Background: an optimization exercise with open tools, aiming at small area. Do not read the settings as production practice.
In this exercise RTL edits were held to simulation tests only and were not proved equivalent to the original.
The flow treats the clock pin as an ideal source, which a real chip does not have.
Power is estimated from default activity; no workload was simulated.

**design/flow/config.mk**
```make
export PLATFORM = sky130hd
export DESIGN_NAME = xbar_bank
export DESIGN_NICKNAME = xbar_bank
export VERILOG_FILES = /design/flow/design.v
export SDC_FILE = /design/flow/constraint.sdc
export NUM_CORES = 4
export LEC_CHECK = 0
export CAP_MARGIN = 20
export CORE_MARGIN = 2
export CORE_UTILIZATION = 40
export CTS_CLUSTER_DIAMETER = 100
export CTS_CLUSTER_SIZE = 25
export SLEW_MARGIN = 20
export SYNTH_HIERARCHICAL = 1
export SYNTH_MINIMUM_KEEP_SIZE = 1000
```
**design/flow/constraint.sdc**
```tcl
create_clock -name core_clock -period 5.0 [get_ports {sclk}]
set_input_delay 1.0000 -clock core_clock [delete_from_list [all_inputs] [get_ports {sclk}]]
set_output_delay 1.0000 -clock core_clock [all_outputs]
set_load 0.01 [all_outputs]
```
**design/flow/design.v**
```verilog
package xbar_pkg;
  localparam int ADDR_BITS = 19;        
  localparam int POS_BITS  = 11;        
  localparam int WORD_BITS = 16;        
  localparam int PATTERN_WORDS  = 32;   
  localparam int INDEX_BITS     = 5;    
  localparam int BIT_COUNT_BITS = 9;    
  localparam int PATTERN_BITS   = PATTERN_WORDS * WORD_BITS;
  localparam logic [2:0] REGION_COMMAND = 3'd1;
  localparam logic [7:0] REG_ID     = 8'h09;
  localparam logic [7:0] REG_STATUS = 8'h0A;
  localparam logic [WORD_BITS-1:0] ID_VALUE = 16'h7ba2;
endpackage
import xbar_pkg::*;
module xbar_regs
(
  input  logic                      sclk,
  input  logic                      reset,
  input  logic [INDEX_BITS-1:0]     wphase,       
  input  logic                      clear,        
  input  logic [PATTERN_WORDS/2-1:0] direct_hit,  
  input  logic [PATTERN_WORDS/2-1:0] late_hit,    
  input  logic [WORD_BITS-1:0]      direct_data,  
  input  logic [WORD_BITS-1:0]      late_data,    
  input  logic                      direct_we,    
  input  logic                      late_we,      
  input  logic                      wsel,         
  input  logic                      csel,         
  input  logic [INDEX_BITS-1:0]     windex,       
  input  logic [WORD_BITS-1:0]      data,
  input  logic                      busy,         
  input  logic [INDEX_BITS-1:0]     word_index,   
  input  logic [WORD_BITS-1:0]      sent,         
  output logic                      start,        
  output logic [WORD_BITS-1:0]      cur_word      
);
  logic [PATTERN_WORDS/2-1:0] we1, we2, shift;
  logic [WORD_BITS-1:0]       port_raw;
  assign we1   = {(PATTERN_WORDS/2){direct_we}} & direct_hit;
  assign we2   = {(PATTERN_WORDS/2){late_we}} & late_hit;
  assign shift = {(PATTERN_WORDS/2){!clear}} & ~we1 & ~we2;
  xbar_ring u_ring (
    .sclk       (sclk),
    .we1        (we1),
    .we2        (we2),
    .shift      (shift),
    .direct_data(direct_data),
    .late_data  (late_data),
    .port       (port_raw)
  );
  logic [INDEX_BITS-1:0] port_pos;   
  logic                  at_this;    
  logic                  at_next;    
  logic                  snoop;      
  assign port_pos  = word_index + wphase;
  assign at_this   = (port_pos == INDEX_BITS'(1));
  assign at_next   = (port_pos == INDEX_BITS'(0));
  assign snoop     = wsel && (windex == '0);
  for (genvar b = 0; b < WORD_BITS; b++) begin : g_bit
    localparam int C = WORD_BITS - 1 - b;
    always_ff @(posedge sclk) begin
      if (reset) begin
        cur_word[C] <= 1'b1;
      end else if (snoop) begin
        cur_word[C] <= !data[C];
      end else if (sent[b] ? at_next : at_this) begin
        cur_word[C] <= port_raw[C];
      end
    end
  end
  always_ff @(posedge sclk) begin
    if (reset) begin
      start <= 1'b0;
    end else begin
      if (csel) begin
        start <= (data != '0);
      end
      if (busy) begin
        start <= 1'b0;   
      end
    end
  end
endmodule
import xbar_pkg::*;
module xbar_ring
(
  input  logic                       sclk,
  input  logic [PATTERN_WORDS/2-1:0] we1,           
  input  logic [PATTERN_WORDS/2-1:0] we2,           
  input  logic [PATTERN_WORDS/2-1:0] shift,         
  input  logic [WORD_BITS-1:0]       direct_data,
  input  logic [WORD_BITS-1:0]       late_data,
  output logic [WORD_BITS-1:0]       port           
);
  logic [WORD_BITS-1:0] ring [PATTERN_WORDS];
  for (genvar j = 0; j < PATTERN_WORDS / 2; j++) begin : g_slot
    always_ff @(posedge sclk) begin
      ring[2 * j]     <= ~(({WORD_BITS{we1[j]}} & direct_data) |
                           ({WORD_BITS{we2[j]}} & late_data) |
                           ({WORD_BITS{shift[j]}} & ring[(2 * j + PATTERN_WORDS - 1) % PATTERN_WORDS]));
      ring[2 * j + 1] <= ring[2 * j];
    end
  end
  assign port = ring[0];
endmodule
import xbar_pkg::*;
module xbar_shifter
(
  input  logic                  sclk,
  input  logic                  reset,
  input  logic                  start,        
  input  logic [WORD_BITS-1:0]  cur_word,     
  output logic                  busy,
  output logic [INDEX_BITS-1:0] word_index,   
  output logic [WORD_BITS-1:0]  sent,         
  output logic                  xbar_clock,
  output logic                  pclk,
  output logic                  sin
);
  logic                      fetch;
  logic [BIT_COUNT_BITS-1:0] bit_count;
  logic [3:0]                bit_pos;
  logic                      word_done;
  logic                      last_bit;
  logic                      presenting;   
  assign bit_pos    = bit_count[3:0];
  assign word_index = bit_count[BIT_COUNT_BITS-1 -: INDEX_BITS];
  assign word_done  = &bit_pos;
  assign last_bit   = &bit_count;
  assign presenting = busy && pclk && !fetch;
  always_comb begin
    for (int b = 0; b < WORD_BITS; b++) begin
      sent[b] = presenting && ((4'(b) < bit_pos) || ((4'(b) == bit_pos) && xbar_clock));
    end
  end
  always_ff @(posedge sclk) begin
    if (reset) begin
      busy       <= 1'b0;
      fetch      <= 1'b0;
      xbar_clock <= 1'b0;
      pclk       <= 1'b1;
    end else begin
      busy       <= busy ? pclk : start;
      fetch      <= (!busy && start) || (xbar_clock && word_done && !last_bit);
      xbar_clock <= busy && pclk && !fetch && !xbar_clock;
      pclk       <= !(xbar_clock && last_bit);
    end
  end
  always_ff @(posedge sclk) begin
    if (reset) begin
      bit_count <= '0;
    end else if (xbar_clock) begin
      bit_count <= bit_count + 1'b1;   
    end
  end
  assign sin = presenting && (cur_word[~bit_pos] ^ !word_index[1]);
endmodule
import xbar_pkg::*;
module xbar_bank
#(
  parameter int NUM_CHANNELS   = 2,   
  parameter int FIRST_POSITION = 0    
) (
  input  logic                    sclk,
  input  logic                    reset,
  input  logic                    enable,
  input  logic                    re,
  input  logic                    wr,
  input  logic [ADDR_BITS-1:0]    addr,
  input  logic [WORD_BITS-1:0]    data,
  output logic [WORD_BITS-1:0]    data_out,
  output logic [NUM_CHANNELS-1:0] xbar_clock,
  output logic [NUM_CHANNELS-1:0] pclk,
  output logic [NUM_CHANNELS-1:0] sin
);
  logic [NUM_CHANNELS-1:0] cs;
  logic [NUM_CHANNELS-1:0] start;
  logic [NUM_CHANNELS-1:0] busy;
  logic [WORD_BITS-1:0]    cur_word   [NUM_CHANNELS];
  logic [WORD_BITS-1:0]    sent       [NUM_CHANNELS];
  logic [INDEX_BITS-1:0]   word_index [NUM_CHANNELS];
  logic is_cmd;
  assign is_cmd = (addr[7:5] == REGION_COMMAND);
  logic [INDEX_BITS-1:0]      wphase;       
  logic                       reset_q;      
  logic                       clear;
  logic [INDEX_BITS-1:0]      wslot;        
  logic [PATTERN_WORDS/2-1:0] direct_hit;
  logic [PATTERN_WORDS/2-1:0] late_hit;
  logic [WORD_BITS-1:0]       direct_data;
  logic [WORD_BITS-1:0]       late_data;    
  logic [INDEX_BITS-2:0]      late_slot;    
  logic [NUM_CHANNELS-1:0]    late_chan;    
  logic [NUM_CHANNELS-1:0]    wsel;
  logic                       late_kill;    
  always_ff @(posedge sclk) begin
    if (reset) begin
      wphase <= '0;
    end else begin
      wphase <= wphase + 1'b1;
    end
    reset_q <= reset;
  end
  assign clear    = reset || reset_q;
  assign wslot = addr[INDEX_BITS-1:0] + wphase;
  always_comb begin
    for (int j = 0; j < PATTERN_WORDS / 2; j++) begin
      direct_hit[j] = (wslot == INDEX_BITS'(2 * j));
      late_hit[j]   = (late_slot == (INDEX_BITS - 1)'(j));
    end
  end
  assign direct_data = data ^ {WORD_BITS{wphase[1] ^ wphase[0]}};
  always_ff @(posedge sclk) begin
    late_data <= data ^ {WORD_BITS{!wphase[1]}};
    late_slot <= wslot[INDEX_BITS-1:1] + 1'b1;
    late_chan <= wsel & {NUM_CHANNELS{!reset && wslot[0]}};
  end
  assign late_kill = |(late_chan & wsel) && !wslot[0] && (wslot[INDEX_BITS-1:1] == late_slot);
  for (genvar g = 0; g < NUM_CHANNELS; g++) begin : g_chan
    assign cs[g]   = enable && (addr[ADDR_BITS-1 -: POS_BITS] == POS_BITS'(FIRST_POSITION + g));
    assign wsel[g] = cs[g] && wr && !is_cmd;
    xbar_regs u_regs (
      .sclk     (sclk),
      .reset    (reset),
      .wphase   (wphase),
      .clear      (clear),
      .direct_hit (direct_hit),
      .late_hit   (late_hit),
      .direct_data(direct_data),
      .late_data  (late_data),
      .direct_we  (wsel[g] && !reset && !wslot[0]),
      .late_we    (late_chan[g] && !reset && !late_kill),
      .wsel     (wsel[g]),
      .csel     (cs[g] && wr && is_cmd),
      .windex   (addr[INDEX_BITS-1:0]),
      .data     (data),
      .busy     (busy[g]),
      .word_index(word_index[g]),
      .sent     (sent[g]),
      .start    (start[g]),
      .cur_word (cur_word[g])
    );
    xbar_shifter u_shifter (
      .sclk      (sclk),
      .reset     (reset),
      .start     (start[g]),
      .cur_word  (cur_word[g]),
      .busy      (busy[g]),
      .word_index(word_index[g]),
      .sent      (sent[g]),
      .xbar_clock(xbar_clock[g]),
      .pclk      (pclk[g]),
      .sin       (sin[g])
    );
  end
  logic       rd_id;
  logic [1:0] rd_status;
  logic       rd_owner;
  logic       rd_hit;
  logic       rd_chan;
  assign rd_hit  = re && (|cs);
  assign rd_chan = cs[1];
  always_ff @(posedge sclk) begin
    if (reset || !rd_hit) begin
      rd_id     <= 1'b0;
      rd_status <= '0;
    end else if (addr[7:0] == REG_STATUS) begin
      rd_id     <= 1'b0;
      rd_status <= {start[rd_chan], busy[rd_chan]};
    end else if (addr[7:0] == REG_ID) begin
      rd_id     <= 1'b1;
      rd_status <= '0;
    end else if (rd_owner != rd_chan) begin
      rd_id     <= 1'b0;
      rd_status <= '0;
    end
  end
  always_ff @(posedge sclk) begin
    rd_owner <= rd_chan;
  end
  assign data_out = ({WORD_BITS{rd_id}} & ID_VALUE) | {{(WORD_BITS - 2){1'b0}}, rd_status};
endmodule
```
**design/flow/flow/run.sh**
```bash
#!/bin/bash
# Layout flow: the standard ORFS flow (standard.sh) with two changes.
#  - The port buffers use the smallest buffer cell instead of ORFS's default
#    choice. Every input and output port still gets its own buffer.
#  - After clock tree synthesis, cells that synthesis and repair made larger
#    than timing needs are sized down again (OpenROAD's power recovery, which
#    keeps setup, slew and capacitance limits), then placement is legalized.
# Each step writes its full output to its own log in this folder.
set -euo pipefail
export BUFFER_PORTS_ARGS="-buffer_cell sky130_fd_sc_hd__buf_1"
bash standard.sh cts > standard_cts.log 2>&1
openroad -no_init -exit flow/recover.tcl > recover.log 2>&1
bash standard.sh > standard_finish.log 2>&1
```
**design/flow/flow/recover.tcl**
```tcl
# Size cells down where timing allows, on the layout after clock tree synthesis.
set results orfs/results/$::env(FLOW_PLATFORM)/xbar_bank/base
read_liberty $::env(FLOW_HOME)/platforms/sky130hd/lib/sky130_fd_sc_hd__tt_025C_1v80.lib
read_db $results/4_cts.odb
read_sdc $results/4_cts.sdc
source $::env(FLOW_HOME)/platforms/sky130hd/setRC.tcl
set_dont_use {sky130_fd_sc_hd__probe_p_8 sky130_fd_sc_hd__probec_p_8 sky130_fd_sc_hd__lpflow_*}
estimate_parasitics -placement
report_design_area
report_worst_slack -max
repair_timing -recover_power 100 -setup_margin 0.15 -verbose
report_design_area
detailed_placement
check_placement -verbose
estimate_parasitics -placement
report_worst_slack -max
report_worst_slack -min
report_check_types -max_slew -max_capacitance -violators
write_db $results/4_cts.odb
```
**design/flow/standard.sh**
```bash
#!/bin/bash
# synth_recipe.tcl (not shown) runs the flow's synth.tcl, then flattens the netlist and writes it again
# the make line also repeats each setting of config.mk as NAME=value (left out here)
make -C /OpenROAD-flow-scripts/flow DESIGN_CONFIG=/design/flow/config.mk WORK_HOME=/design/flow/orfs CLKGATE_MAP_FILE= SYNTH_SCRIPT=/design/flow/synth_recipe.tcl "${@:-finish}"
```
==> results.toml, run 1 <==
[run_status]
outcome = "no timing/DRC/antenna violations"

[layout]
multi_input_gate_area_um2 = 9569
fillers = 7434
antennaDiodeCount = 0
fin_area_um2 = 35830
postLayoutCoreUtil = 0.4371
final_layout_size_suffix_gt1_frac = 0.08711
regArea_um2 = 22360
areaGrowthSynthToFinish_pct = 8.330
nNetsFinal = 2555
layoutNonFillerInstCount = 3561

[timing]
finalHoldWorstSlack_ns = 0.3109
fmax_ghz = 0.2165
clock-skew-final_ns = 0.04130
report.final.setup_viol = 0
min_period_ns = 4.619
final.setup.tns_ns = 0
maxSlewHeadroom = 0.1549
hold_violations = 0
post-route-worst-setup-slack_ns = 0.3810
post-route-period-util = 0.9238
finalMaxSlewViolations = 0
grt_setup_unrepaired = "no"
max_slew.worst_pin.slew_ns = 1.266

[cts]
cts_resized = 0
clock_sink_count = 1116
tritoncts_clock_tree = "built"
cts.root.buffer_cell = "clkbuf_16"
postCtsHoldBufs = 0
ctsHtreeMaxLevel = 2
clock_path_buffers = 3
clock_insertion_delay_worst_skew_ns = 0.64
cts.clk_slew.worst_paths_ns = 0.09
number_of_buffers_created_by_cts = 50
post_cts_buffers = 0

[yosys]
fraction_of_registers_with_async_set_or_reset_after_synthesis = 0
synth_area_um2 = 33080
synth-edff-count = 0
synth-seq-area-share = 0.6755
yosys_register_bits = 1116
netlist_instances = 2472
synthDistinctLibCells = 56
syn_area_per_cell_um2 = 13.38
yosysWarnings = 14
ys.flop_type = "dfxtp_1"

[critical_path]
timing.critical_path.slowest_stage_cell = "or4_1"
crit_path_max_incr_delay_ns = 0.68
timing.critical_path.required_ns = 5.44
crit_path_cells = "buf_1 -> ha_1 -> fa_1 -> xnor2_1 -> xnor2_1 -> or4_1 -> o311ai_4 -> nor2_1 -> buf_4 -> nor3_1 -> clkbuf_1 -> a222oi_1"
reg2reg_to = "g_chan[1].u_regs.u_ring.ring[24][8]$_DFF_P_"
cp-end-kind = "flop"
crit_fanout = 16
timing.setup.critical_path_class = "input port to flop"
crit_path_end = "g_chan[1].u_regs.u_ring.ring[24][8]$_DFF_P_"
worst_r2r_startpoint = "wphase[0]$_SDFF_PP0_"
timing.reg2reg.worst_path_depth = 11
worst_setup_path_startpoint = "addr[0]"
worst_path_arrival_time_ns = 5.06
crit_top_cell = "xnor2_1"
reg2reg_slack_ns = 0.44
timing.critical_path.from_type = "input port"

[die]
die_x_extent_um = 291.6
initial_core_util = 0.4035
floorplan.die.height_um = 291.6
placeableCoreArea_um2 = 81980
die-area_um2 = 85000
ioPinCount = 62
row_count = 105

[pwr]
power-per-cell-area_nw_per_um2 = 444.1
design_power_total_mw = 15.91
total_leakage_power_nw = 12.87
ir_worst_vdd_uv = 281.7

[drt]
routed_wirelength_um = 96330
firstDrtPassIters = 14
wl_per_cell_um = 27.05
first_iter_violations = 5056
remaining_drc_errors = 0
drt-vias-per-instance = 6.249
detail-route-antenna-nets = 0
num_vias = 22250

[grt]
grt_pass1_wl_um = 141800
grt_remaining_overflow = 0
grt_antenna_before_repair = 1
maximum_number_of_pins_on_one_net_before_global_route_repair = 37
vias_in_the_first_global_route = 22310
groute.usage.overall = 0.2181

[placement]
placed_cells_incl_taps = 3503
place_ws_ns = 0.2812
place_hpwl_um = 57730
port_buffers = 55
placed_area_um2 = 34530
finalWeightedCongestion = 0.8668

[hold_path]
hp-class = "flop to flop"
min-delay-start = "g_chan[1].u_regs.u_ring.ring[24][10]$_DFF_P_"

[flow_run]
max_cap_violations = 0
modules after synthesis (local to each module, per instance):
| module | cells inside | cell area, um2 |
|---|---|---|
| xbar_bank | 776 | 6370 |
| xbar_ring | 848 | 13350 |
worst min path at each step:
| stage | endpoint | cells past startpoint |
|---|---|---|
| after floorplan | g_chan[0].u_regs.u_ring.ring[11][0]$_DFF_P_ | 0 |
| after global placement | g_chan[1].u_regs.u_ring.ring[19][12]$_DFF_P_ | 0 |
| after detailed placement | g_chan[0].u_regs.u_ring.ring[11][9]$_DFF_P_ | 0 |
| after CTS | g_chan[1].u_regs.u_ring.ring[25][10]$_DFF_P_ | 0 |
| after global routing | g_chan[0].u_regs.u_ring.ring[13][14]$_DFF_P_ | 0 |
| final | g_chan[1].u_regs.u_ring.ring[25][10]$_DFF_P_ | 0 |
cells in the final DEF (no fill, tap or decap), types with 4 or more instances in the layout:
cell       instances
a211oi_1           9
a21o_1             8
a21oi_1           30
a222oi_1         512
a22oi_1           19
a32oi_1           15
and3_1             7
buf_1             43
buf_4             97
clkbuf_1          44
clkbuf_16         53
conb_1             6
dfxtp_1         1100
dfxtp_2           15
ha_1              22
inv_1             22
mux2i_1           26
mux4_2             7
nand2_1           35
nand2b_1          11
nand3_1           17
nand3b_1          17
nand4_1            5
nor2_1           123
nor2b_1            7
nor3_1            39
nor4_1            19
o21ai_0           24
o311ai_4           4
or3_1              7
xnor2_1           65
xor2_1            17
xor2_4            16
sequential cells by signal, summed over array words and instances, names as in the netlist, 4 cells and up:
signal,count
g_chan.u_regs.u_ring.ring,1024
g_chan.u_regs.cur_word,32
g_chan.u_shifter.bit_count,18
late_data,16
wphase,5
late_slot,4
final cells by class:
| class | count | area share |
|---|---|---|
| sequential | 1116 | 0.6242 |
| tap | 1070 | 0.03736 |
| inverter | 23 | 0.002409 |
| clock inverter | 1 | 0.0003143 |
| multi-input combinational | 1110 | 0.2671 |
| timing repair buffer | 188 | 0.03167 |
| clock buffer | 53 | 0.03702 |
critical path: cells and delay by family:
kind            cells  cell delay [ns]
simple gates        3             1.07
compound gates      2             0.77
buf+inv             3             0.95
fa+ha+maj           2             0.70
xor+xnor            2             0.56
metal layers:
metal	vias to the layer above	routed length [um]	track usage
met4	0	3450	0.09127
met3	214	9800	0.04118
met2	1224	44170	0.3454
met1	11100	38910	0.2930
li1	9713	-	-
met5	-	0	0
cells in the mapped netlist (19+ instances only):
library cell	number	area share
dfxtp_1	1116	0.68
a222oi_1	512	0.15
nor2_1	125	0.014
buf_2	98	0.015
xnor2_1	66	0.017
buf_4	53	0.012
clkbuf_1	39	0.0044
nor3_1	39	0.0059
nand2_1	35	0.0040
xor2_1	33	0.0087
a21oi_1	32	0.0048
buf_6	32	0.011
mux2i_1	26	0.0079
o21ai_0	24	0.0036
ha_1	23	0.0087
inv_1	22	0.0025
a22oi_1	19	0.0043
nor4_1	19	0.0036
cell families (layout without fill, tap and decap cells):
| group | after synthesis | in the layout | share of synthesized area |
|---|---|---|---|
| AOI/OAI and AO/OA | 638 | 638 | 0.1824 |
| other | 1 | 6 | 0.0001134 |
| and+or+nand+nor | 304 | 304 | 0.04570 |
| xor gates and xnor gates | 100 | 100 | 0.02671 |
| DFF | 1116 | 1116 | 0.6755 |
| buffers and inverters | 251 | 265 | 0.04547 |
| muxes | 36 | 36 | 0.01366 |
| adders and majority gates | 26 | 26 | 0.01052 |
power breakdown:
group	leakage, nW	total, mW	switching (mW)	internal (mW)
registers	9.28	9.83	0.417	9.41
logic	2.93	1.57	1.17	0.401
clock network	0.659	4.51	2.62	1.89
==> run 2, diff against run 1 <==
--- a/design/flow/config.mk
+++ b/design/flow/config.mk
@@ -7,7 +7,7 @@
 export LEC_CHECK = 0
 export CAP_MARGIN = 20
 export CORE_MARGIN = 2
-export CORE_UTILIZATION = 40
+export CORE_UTILIZATION = 55
 export CTS_CLUSTER_DIAMETER = 100
 export CTS_CLUSTER_SIZE = 25
 export SLEW_MARGIN = 20
==> run 2 against run 1 <==
  * Critical path type unchanged
  * Maximum frequency decreased by 2.2%
  * Worst hold slack better by 0.0036 ns
  * Cell area down 1.2%
  * Register-to-register slack got worse by 0.13 ns
  * Sequential share of layout area up 0.75 points
  * Highest routed layer unchanged
  * Setup slack got worse by 0.11 ns
  * Flip-flop and latch count did not move
==> results.toml, run 2 <==
[critical_path]
timing.critical_path.slowest_stage_cell = "or4_1"
timing.reg2reg.worst_path_depth = 10
timing.critical_path.from_type = "input port"
crit_top_cell = "xnor2_1"
crit_fanout = 17
timing.critical_path.required_ns = 5.43
crit_path_cells = "buf_1 -> ha_1 -> fa_1 -> xnor2_1 -> xnor2_1 -> or4_1 -> o311ai_4 -> nor2_1 -> nor3_1 -> clkbuf_1 -> a222oi_1"
crit_path_max_incr_delay_ns = 0.67
worst_path_dominant_cell_family = "simple AND/OR/NAND/NOR gates"
critPathBufInv = 2
timing.setup.critical_path_class = "input port to flop"
path_depth = 11
worst_path_arrival_time_ns = 5.16
cp-end-kind = "flop"

[cts]
post_cts_buffers = 0
cts.root.buffer_cell = "clkbuf_16"
number_of_buffers_created_by_cts = 50
clock_path_buffers = 3
postCtsHoldBufs = 0
ctsHtreeMaxLevel = 2
clock_insertion_delay_worst_skew_ns = 0.65
tritoncts_clock_tree = "built"
cts_resized = 0
cts.clk_slew.worst_paths_ns = 0.09
clock_sink_count = 1116

[run_status]
outcome = "no timing/DRC/antenna violations"

[yosys]
synth_area_um2 = 33080
synth_area_leader_cell = "dfxtp_1"
netlist_instances = 2472
synthDistinctLibCells = 56
synth_top_cells_by_area = "dfxtp_1, a222oi_1, xnor2_1, buf_2, nor2_1"
fraction_of_registers_with_async_set_or_reset_after_synthesis = 0
synth-seq-area-share = 0.6755
synth_common_cells = "dfxtp_1, a222oi_1, nor2_1, buf_2, xnor2_1"
yosys.area.top_type_share = 0.6755
yosys_register_bits = 1116
ys.flop_type = "dfxtp_1"
synthMostInstantiatedCell = "dfxtp_1"
yosysWarnings = 14
synth-edff-count = 0
syn_area_per_cell_um2 = 13.38

[layout]
regMostFlops = "g_chan.u_regs.u_ring.ring"
areaGrowthSynthToFinish_pct = 7.048
nNetsFinal = 2557
most-common-layout-cells = "dfxtp_1, a222oi_1, nor2_1"
largest_register_ff_count = 1024
top_regs = "g_chan.u_regs.u_ring.ring x1024, g_chan.u_regs.cur_word x32, g_chan.u_shifter.bit_count x18"
postLayoutCoreUtil = 0.5977
fillers = 4730
fin_area_um2 = 35410
mostFrequentLayoutCell = "dfxtp_1"
antennaDiodeCount = 0
final_layout_size_suffix_gt1_frac = 0.09022

[timing]
clock-skew-final_ns = 0.03204
post-route-period-util = 0.9450
grt_setup_unrepaired = "no"
maxSlewHeadroom = 0.2120
min_period_ns = 4.725
fmax_ghz = 0.2116
report.final.setup_viol = 0
finalMaxSlewViolations = 0
max_slew.worst_pin.slew_ns = 1.182
hold_violations = 0

[die]
placeableCoreArea_um2 = 59240
floorplan.die.height_um = 249.2
ioPinCount = 62
die_x_extent_um = 249.2
row_count = 89
initial_core_util = 0.5583
die-area_um2 = 62120

[grt]
grt_remaining_overflow = 0
grt_antenna_before_repair = 0
maximum_number_of_pins_on_one_net_before_global_route_repair = 33
vias_in_the_first_global_route = 21970
grt_pass1_wl_um = 142900
groute.usage.overall = 0.3031

[placement]
place_hpwl_um = 58030
finalWeightedCongestion = 0.9028
placed_area_um2 = 34200
port_buffers = 55

[drt]
firstDrtPassIters = 14
remaining_drc_errors = 0
drt-vias-per-instance = 6.845
num_vias = 22360
detail-route-antenna-nets = 0
wl_per_cell_um = 29.70
first_iter_violations = 4667
routed_wirelength_um = 97030

[hold_path]
hp-class = "flop to flop"
min_path_cells = 0

[pwr]
power-per-cell-area_nw_per_um2 = 449.3
ir_worst_vdd_uv = 295.5
total_leakage_power_nw = 12.87

[flow_run]
max_cap_violations = 0
run 2: path summary, 6_finish.rpt:
path	start	end	slack, ns
setup reg to reg	wphase[0]$_SDFF_PP0_	g_chan[0].u_regs.u_ring.ring[2][13]$_DFF_P_	0.31
setup / recovery	addr[0]	g_chan[0].u_regs.u_ring.ring[2][13]$_DFF_P_	0.27
hold / removal	g_chan[1].u_regs.u_ring.ring[26][1]$_DFF_P_	g_chan[1].u_regs.u_ring.ring[27][1]$_DFF_P_	0.31
hold reg to reg	g_chan[1].u_regs.u_ring.ring[26][1]$_DFF_P_	g_chan[1].u_regs.u_ring.ring[27][1]$_DFF_P_	0.31
run 2: Yosys stat by module, one instance, submodules excluded:
| module | flops+latches | cells inside |
|---|---|---|
| xbar_ring | 512 | 848 |
| xbar_bank | 92 | 776 |
run 2: per-stage QoR:
| step | hold slack [ns] | setup TNS (ns) | worst slack, ns | total power, mW | cells |
|---|---|---|---|---|---|
| 6_report | 0.3146 | 0 | 0.2750 | 15.91 | 3267 |
| 2_1_floorplan | 0.3096 | 0 | 0.9504 | 10.64 | 2477 |
| 3_5_place_dp | 0.3121 | 0 | 0.2659 | 11.59 | 3209 |
| 3_3_place_gp | 0.3097 | -0.2944 | -0.03398 | 11.55 | 3208 |
| 5_1_grt | 0.3297 | 0 | 0.1342 | 16.36 | 3267 |
| 4_1_cts | 0.3150 | 0 | 0.9463 | 15.94 | 3264 |
run 2: cell type report:
cell class | count | area, um2 | area share
Clock buffer | 51 | 1255 | 0.03544
Inverter | 23 | 86.33 | 0.002438
Tap cell | 773 | 967.2 | 0.02732
Clock inverter | 4 | 63.81 | 0.001802
Sequential cell | 1116 | 22360 | 0.6316
Timing Repair Buffer | 190 | 1131 | 0.03195
Multi-Input combinational cell | 1110 | 9539 | 0.2694
run 2: power by group:
group	switching, mW	total [mW]	internal [mW]
Sequential	0.418	9.83	9.41
Combinational	1.19	1.60	0.406
Clock	2.66	4.48	1.82
run 2: layer usage:
metal / GRT usage / part of all wire
met2: 0.4829 / 0.46
met1: 0.4180 / 0.41
met5: 0 / 0
met4: 0.09380 / 0.032
met3: 0.06029 / 0.10
run 2: cells by family (layout without fill, tap and decap cells):
family | count (synthesis) | after routing | share of synthesized area
compound gates | 638 | 638 | 0.1824
xor+xnor | 100 | 100 | 0.02671
fa+ha+maj | 26 | 26 | 0.01052
buf+inv | 251 | 268 | 0.04547
flops | 1116 | 1116 | 0.6755
mux | 36 | 36 | 0.01366
other cells | 1 | 6 | 0.0001134
simple gates | 304 | 304 | 0.04570
==> run 3, diff against run 2 <==
--- a/design/flow/config.mk
+++ b/design/flow/config.mk
@@ -8,8 +8,8 @@
 export CAP_MARGIN = 20
 export CORE_MARGIN = 2
 export CORE_UTILIZATION = 55
-export CTS_CLUSTER_DIAMETER = 100
-export CTS_CLUSTER_SIZE = 25
+export CTS_CLUSTER_DIAMETER = 110
+export CTS_CLUSTER_SIZE = 28
 export SLEW_MARGIN = 20
 export SYNTH_HIERARCHICAL = 1
 export SYNTH_MINIMUM_KEEP_SIZE = 1000
==> run 3 against run 2 <==
  * Global-route usage about the same
  * Cell area decreased by 0.28%
  * Maximum frequency increased by 1.0%
  * Synthesized cell count unchanged
  * Still clean
  * Clock skew rose by 0.0082 ns
  * Clock power shrank 3%
  * Critical endpoint unchanged
==> results.toml, run 3 <==
[cts]
clock_insertion_delay_worst_skew_ns = 0.65
ctsHtreeMaxLevel = 2
postCtsHoldBufs = 0
post_cts_buffers = 0
clock_path_buffers = 3
clock_sink_count = 1116
tritoncts_clock_tree = "built"
cts.root.buffer_cell = "clkbuf_16"
cts_resized = 0
cts.clk_slew.worst_paths_ns = 0.11
number_of_buffers_created_by_cts = 45

[drt]
drt-vias-per-instance = 6.827
num_vias = 22260
routed_wirelength_um = 96950
remaining_drc_errors = 0
wl_per_cell_um = 29.73
detail-route-antenna-nets = 0
first_iter_violations = 4624
firstDrtPassIters = 12

[die]
die_x_extent_um = 249.2
floorplan.die.height_um = 249.2
ioPinCount = 62
die-area_um2 = 62120
initial_core_util = 0.5583
row_count = 89
placeableCoreArea_um2 = 59240

[yosys]
synth.area.mux_share = 0.01366
synth_area_leader_cell = "dfxtp_1"
yosys.area.top_type_share = 0.6755
syn_area_per_cell_um2 = 13.38
ys.flop_type = "dfxtp_1"
synthDistinctLibCells = 56
synth_top_family_by_area = "compound AO/OA/AOI/OAI gates"
synth-seq-area-share = 0.6755
synthXorXnorAreaFrac = 0.02671
post_synth_and_or_nand_nor_area_fraction = 0.04570
synth_area_um2 = 33080
synthMostInstantiatedCell = "dfxtp_1"
synthesized_area_fraction_occupied_by_ao_oa_aoi_and_oai_cells = 0.1824
netlist_instances = 2472
synth_top_cells_by_area = "dfxtp_1, a222oi_1, xnor2_1, buf_2, nor2_1"
synth_common_cells = "dfxtp_1, a222oi_1, nor2_1, buf_2, xnor2_1"
yosysWarnings = 14
post_synth_fa_ha_maj_area_fraction = 0.01052
yosys_register_bits = 1116
synth-edff-count = 0
fraction_of_registers_with_async_set_or_reset_after_synthesis = 0

[timing]
max_slew.worst_pin.slew_ns = 1.216
maxSlewHeadroom = 0.1881
clock-skew-final_ns = 0.04025
fmax_ghz = 0.2138
grt_setup_unrepaired = "no"
hold_violations = 0
post-route-worst-setup-slack_ns = 0.3222
min_period_ns = 4.678
report.final.setup_viol = 0
post-route-period-util = 0.9356
finalMaxSlewViolations = 0

[pwr]
ir_worst_vdd_uv = 266.3
power-per-cell-area_nw_per_um2 = 446.8
total_leakage_power_nw = 12.82
design_power_total_mw = 15.78

[critical_path]
reg2reg_slack_ns = 0.33
worst_setup_path_startpoint = "addr[0]"
crit_path_end = "g_chan[0].u_regs.u_ring.ring[2][13]$_DFF_P_"
reg2reg_to = "g_chan[0].u_regs.u_ring.ring[2][13]$_DFF_P_"
timing.critical_path.required_ns = 5.44
worst_path_arrival_time_ns = 5.12
timing.reg2reg.worst_path_depth = 10
timing.setup.critical_path_class = "input port to flop"
cp-end-kind = "flop"
crit_fanout = 17
timing.critical_path.from_type = "input port"
worst_r2r_startpoint = "wphase[0]$_SDFF_PP0_"

[run_status]
outcome = "no timing/DRC/antenna violations"

[layout]
regMostFlops = "g_chan.u_regs.u_ring.ring"
largest_register_ff_count = 1024
most-common-layout-cells = "dfxtp_1, a222oi_1, nor2_1"
areaGrowthSynthToFinish_pct = 6.753
mostFrequentLayoutCell = "dfxtp_1"
nNetsFinal = 2552
antennaDiodeCount = 0
final_layout_size_suffix_gt1_frac = 0.08762
top_regs = "g_chan.u_regs.u_ring.ring x1024, g_chan.u_regs.cur_word x32, g_chan.u_shifter.bit_count x18"

[grt]
grt_remaining_overflow = 0
groute.usage.overall = 0.3028
vias_in_the_first_global_route = 21920
grt_pass1_wl_um = 142700
maximum_number_of_pins_on_one_net_before_global_route_repair = 33
grt_antenna_before_repair = 0

[hold_path]
hp-class = "flop to flop"
min_path_cells = 0

[placement]
place_hpwl_um = 58030
port_buffers = 55
finalWeightedCongestion = 0.9028
place_ws_ns = 0.2659

[flow_run]
max_cap_violations = 0
-- run 3: cell counts after synthesis --
Identical to the previous run, type by type.
-- run 3: per-module statistics from Yosys, one instance, submodules excluded --
module | area (um2) | flops+latches
xbar_bank | 6370 | 92
xbar_ring | 13350 | 512
-- run 3: per-stage QoR --
step | util | cell area, um2 | hold slack (ns) | instances | TNS [ns]
final | 0.5960 | 35310 | 0.3288 | 3261 | 0
after global routing | 0.5960 | 35310 | 0.3340 | 3261 | 0
after CTS | 0.5978 | 35420 | 0.3256 | 3258 | 0
after detailed placement | 0.5773 | 34200 | 0.3121 | 3209 | 0
after global placement | 0.5768 | 34170 | 0.3097 | 3208 | -0.2944
after floorplan | - | 33090 | 0.3096 | 2477 | 0
-- run 3: final cells by class --
class / count / area [um2]
clock inverter: 3 / 66.31
tap: 773 / 967.2
multi-input combinational: 1110 / 9548
sequential: 1116 / 22360
fill: 4739 / 23930
clock buffer: 46 / 1151
inverter: 23 / 86.33
timing repair buffer: 190 / 1126
-- run 3: cells by family (layout without fill, tap and decap cells) --
family	after synthesis	after routing
buf+inv	251	262
mux	36	36
xor+xnor	100	100
simple gates	304	304
flops	1116	1116
fa+ha+maj	26	26
compound gates	638	638
other cells	1	6
-- run 3: per-layer routing --
metal	routed length [um]	vias to the layer above	global-route usage
met2	44320	1315	0.4837
li1	-	9713	-
met5	0	-	0
met3	9971	192	0.05580
met1	39770	11040	0.4198
met4	2890	0	0.09208
-- run 3: worst min-delay path by stage --
stage | to | start | slack, ns
global route | g_chan[0].u_regs.u_ring.ring[13][2]$_DFF_P_ | g_chan[0].u_regs.u_ring.ring[12][2]$_DFF_P_ | 0.33
floorplan | g_chan[0].u_regs.u_ring.ring[11][0]$_DFF_P_ | g_chan[0].u_regs.u_ring.ring[10][0]$_DFF_P_ | 0.31
global placement | g_chan[1].u_regs.u_ring.ring[19][10]$_DFF_P_ | g_chan[1].u_regs.u_ring.ring[18][10]$_DFF_P_ | 0.31
finish | g_chan[0].u_regs.u_ring.ring[7][2]$_DFF_P_ | g_chan[0].u_regs.u_ring.ring[6][2]$_DFF_P_ | 0.33
detailed placement | g_chan[0].u_regs.u_ring.ring[23][6]$_DFF_P_ | g_chan[0].u_regs.u_ring.ring[22][6]$_DFF_P_ | 0.31
CTS | g_chan[1].u_regs.u_ring.ring[27][15]$_DFF_P_ | g_chan[1].u_regs.u_ring.ring[26][15]$_DFF_P_ | 0.33
-- run 3: critical path: stages --
cell,delay (ns)
buf_1,0.15
ha_1,0.25
fa_1,0.41
xnor2_1,0.41
xnor2_1,0.14
or4_1,0.68
o311ai_4,0.60
nor2_1,0.42
nor3_1,0.27
clkbuf_1,0.56
a222oi_1,0.24
-- run 3: power by group --
part,total (mW),internal (mW),switching [mW]
logic,1.61,0.405,1.20
registers,9.83,9.41,0.417
clock network,4.34,1.73,2.61
==> run 4, diff against run 3 <==
--- a/design/flow/config.mk
+++ b/design/flow/config.mk
@@ -7,7 +7,7 @@
 export LEC_CHECK = 0
 export CAP_MARGIN = 20
 export CORE_MARGIN = 2
-export CORE_UTILIZATION = 55
+export CORE_UTILIZATION = 40
 export CTS_CLUSTER_DIAMETER = 110
 export CTS_CLUSTER_SIZE = 28
 export SLEW_MARGIN = 20
==> run 4 against run 3 <==
  * Largest power group unchanged
  * Clock-buffer cell count unchanged
  * Still clean
  * Core utilization decreased by 16 points
  * Global-route usage decreased by 8.5 points
  * Flip-flop and latch count unchanged
  * Area after synthesis unchanged
  * Die area increased by 37%
  * Combinational power decreased by 3%
  * Sequential share of layout area decreased by 0.66 points
  * Cell area increased by 1.1%
  * Final cell count increased by 9.0%
==> results.toml, run 4 <==
[cts]
ctsHtreeMaxLevel = 2
clock_path_buffers = 3
tritoncts_clock_tree = "built"
cts_resized = 0
postCtsHoldBufs = 0
cts.root.buffer_cell = "clkbuf_16"
number_of_buffers_created_by_cts = 45
post_cts_buffers = 0
clock_insertion_delay_worst_skew_ns = 0.63
cts.clk_slew.worst_paths_ns = 0.12
clock_sink_count = 1116

[yosys]
synthMostInstantiatedCell = "dfxtp_1"
yosys.area.top_type_share = 0.6755
yosysWarnings = 14
synth-seq-area-share = 0.6755
syn_area_per_cell_um2 = 13.38
ys.flop_type = "dfxtp_1"
synth_common_cells = "dfxtp_1, a222oi_1, nor2_1, buf_2, xnor2_1"
netlist_instances = 2472
synth_area_leader_cell = "dfxtp_1"
synthDistinctLibCells = 56
yosys_register_bits = 1116
synth_top_cells_by_area = "dfxtp_1, a222oi_1, xnor2_1, buf_2, nor2_1"
synth-edff-count = 0
fraction_of_registers_with_async_set_or_reset_after_synthesis = 0
synth_area_um2 = 33080

[drt]
num_vias = 22310
route.top_layer_used = "met4"
detailroute.wirelength.met2_um = 43950
routed_wirelength_um = 96020
first_iter_violations = 5061
firstDrtPassIters = 16
met1_length_um = 38510
detailed_routed_wire_length_on_met3_um = 9872
wl_per_cell_um = 27.01
detail-route-antenna-nets = 0
drt-vias-per-instance = 6.276
remaining_drc_errors = 0

[critical_path]
crit_fanout = 17
crit_path_max_incr_delay_ns = 0.68
crit_path_cells = "buf_1 -> ha_1 -> fa_1 -> xnor2_1 -> xnor2_1 -> or4_1 -> o311ai_4 -> nor2_1 -> nor3_1 -> clkbuf_1 -> a222oi_1"
timing.critical_path.required_ns = 5.42
timing.setup.critical_path_class = "input port to flop"
timing.critical_path.from_type = "input port"
cp-end-kind = "flop"
timing.critical_path.slowest_stage_cell = "or4_1"
crit_top_cell = "xnor2_1"
worst_path_arrival_time_ns = 5.03

[timing]
fmax_ghz = 0.2166
max_slew.worst_pin.slew_ns = 1.255
hold_violations = 0
post-route-period-util = 0.9233
finalMaxSlewViolations = 0
maxSlewHeadroom = 0.1622
final.setup.tns_ns = 0
min_period_ns = 4.617
clock-skew-final_ns = 0.03008
report.final.setup_viol = 0
post-route-worst-setup-slack_ns = 0.3835
grt_setup_unrepaired = "no"

[placement]
place_ws_ns = 0.2812
finalWeightedCongestion = 0.8668
place_hpwl_um = 57730
port_buffers = 55
placed_area_um2 = 34530

[grt]
grt_pass1_wl_um = 141900
grt_remaining_overflow = 0
groute.usage.overall = 0.2182
maximum_number_of_pins_on_one_net_before_global_route_repair = 37
vias_in_the_first_global_route = 22210
grt_antenna_before_repair = 0

[layout]
antennaDiodeCount = 0
top_regs = "g_chan.u_regs.u_ring.ring x1024, g_chan.u_regs.cur_word x32, g_chan.u_shifter.bit_count x18"
fin_area_um2 = 35680
areaGrowthSynthToFinish_pct = 7.884
fillers = 7455
largest_register_ff_count = 1024
final_layout_size_suffix_gt1_frac = 0.08491
nNetsFinal = 2549
multi_input_gate_area_um2 = 9569
postLayoutCoreUtil = 0.4353
most-common-layout-cells = "dfxtp_1, a222oi_1, nor2_1"
regMostFlops = "g_chan.u_regs.u_ring.ring"
regArea_um2 = 22360
mostFrequentLayoutCell = "dfxtp_1"

[pwr]
power-per-cell-area_nw_per_um2 = 440.7
total_leakage_power_nw = 12.79
design_power_total_mw = 15.73
ir_worst_vdd_uv = 248.0

[die]
die_x_extent_um = 291.6
die-area_um2 = 85000
floorplan.die.height_um = 291.6
ioPinCount = 62
initial_core_util = 0.4035
placeableCoreArea_um2 = 81980
row_count = 105

[run_status]
outcome = "no timing/DRC/antenna violations"

[flow_run]
max_cap_violations = 0

[hold_path]
hp-class = "flop to flop"
run 4: layout make-up:
cell class / count / area share
Sequential cell: 1116 / 0.6267
Multi-Input combinational cell: 1110 / 0.2682
Tap cell: 1070 / 0.03752
Clock buffer: 46 / 0.03226
Timing Repair Buffer: 187 / 0.03103
Inverter: 23 / 0.002419
Clock inverter: 3 / 0.001858
run 4: metal layers:
metal | GRT usage | vias up
li1 | - | 9705
met4 | 0.09039 | 0
met3 | 0.03966 | 233
met1 | 0.2931 | 11120
met2 | 0.3470 | 1258
met5 | 0 | -
run 4: report_power, final:
part / switching [mW] / leakage, nW / internal, mW
sequential: 0.430 / 9.28 / 9.41
combinational: 1.16 / 2.92 / 0.396
clock: 2.60 / 0.598 / 1.73
run 4: critical path, delay by kind of cell:
kind                     cells  cell delay [ns]
AND/OR/NAND/NOR              3             1.30
adder cells (fa/ha/maj)      2             0.70
AO/OA/AOI/OAI                2             0.80
buffers and inverters        2             0.67
XOR/XNOR                     2             0.55
run 4: path summary, 6_finish.rpt:
check	startpoint	to	slack [ns]	cells after the start
worst max register to register	wphase[0]$_SDFF_PP0_	g_chan[1].u_regs.u_ring.ring[26][12]$_DFF_P_	0.45	10
worst min register to register	g_chan[1].u_regs.u_ring.ring[30][0]$_DFF_P_	g_chan[1].u_regs.u_ring.ring[31][0]$_DFF_P_	0.32	0
worst min-delay path	g_chan[1].u_regs.u_ring.ring[30][0]$_DFF_P_	g_chan[1].u_regs.u_ring.ring[31][0]$_DFF_P_	0.32	0
worst max-delay path	addr[0]	g_chan[1].u_regs.u_ring.ring[26][12]$_DFF_P_	0.38	11
run 4: through the flow:
stage / hold slack, ns / cells
floorplan: 0.3096 / 2477
global placement: 0.3098 / 3503
detailed placement: 0.3121 / 3503
CTS: 0.3213 / 3552
global route: 0.3314 / 3555
finish: 0.3250 / 3555
run 4: per-module statistics from Yosys, one instance, submodules excluded:
module / copies in the design / cells / cell area [um2]
xbar_bank: 1 / 776 / 6370
xbar_ring: 2 / 848 / 13350
run 4: logic make-up after synthesis:
| family | count (synthesis) | synth area share |
|---|---|---|
| flops | 1116 | 0.6755 |
| compound gates | 638 | 0.1824 |
| simple gates | 304 | 0.04570 |
| buf+inv | 251 | 0.04547 |
| xor+xnor | 100 | 0.02671 |
| mux | 36 | 0.01366 |
| fa+ha+maj | 26 | 0.01052 |
| other cells | 1 | 0.0001134 |

static timing again, ports no longer ideal:
In the flow no input, the clock included, has a driving cell. The finished layouts below were timed again as built, in two steps.
Step 1: set_driving_cell puts a clkbuf_16 on sclk and a buf_2 on each other input, an assumption about the parent block.
Step 2 adds t to the input delays and takes it off the output delays; t is the mean of the earliest and latest rising clock arrival at the registers after step 1. Input paths then give back, and output paths get back, about the clock's delay inside the block.
Slacks: ideal / step 1 / step 2; pairs: ideal / step 1.
run | shift t [ns] | slack for setup (ns) | worst setup path after step 2 | worst register clock-pin slew, ns
run 1 | 0.685 | 0.381 / 0.419 / -0.267 | input to register | 0.11 / 0.11
run 2 | 0.701 | 0.275 / 0.306 / -0.385 | input to register | 0.10 / 0.10
run 3 | 0.694 | 0.322 / 0.325 / -0.330 | input to register | 0.11 / 0.11
run 4 | 0.685 | 0.383 / 0.426 / -0.259 | input to register | 0.12 / 0.12
Met with ideal ports but missed after step 2: setup timing in every run listed. For run 2, which loses most, drivers alone change the setup slack by +0.031 ns; drivers and shift together by -0.660 ns.
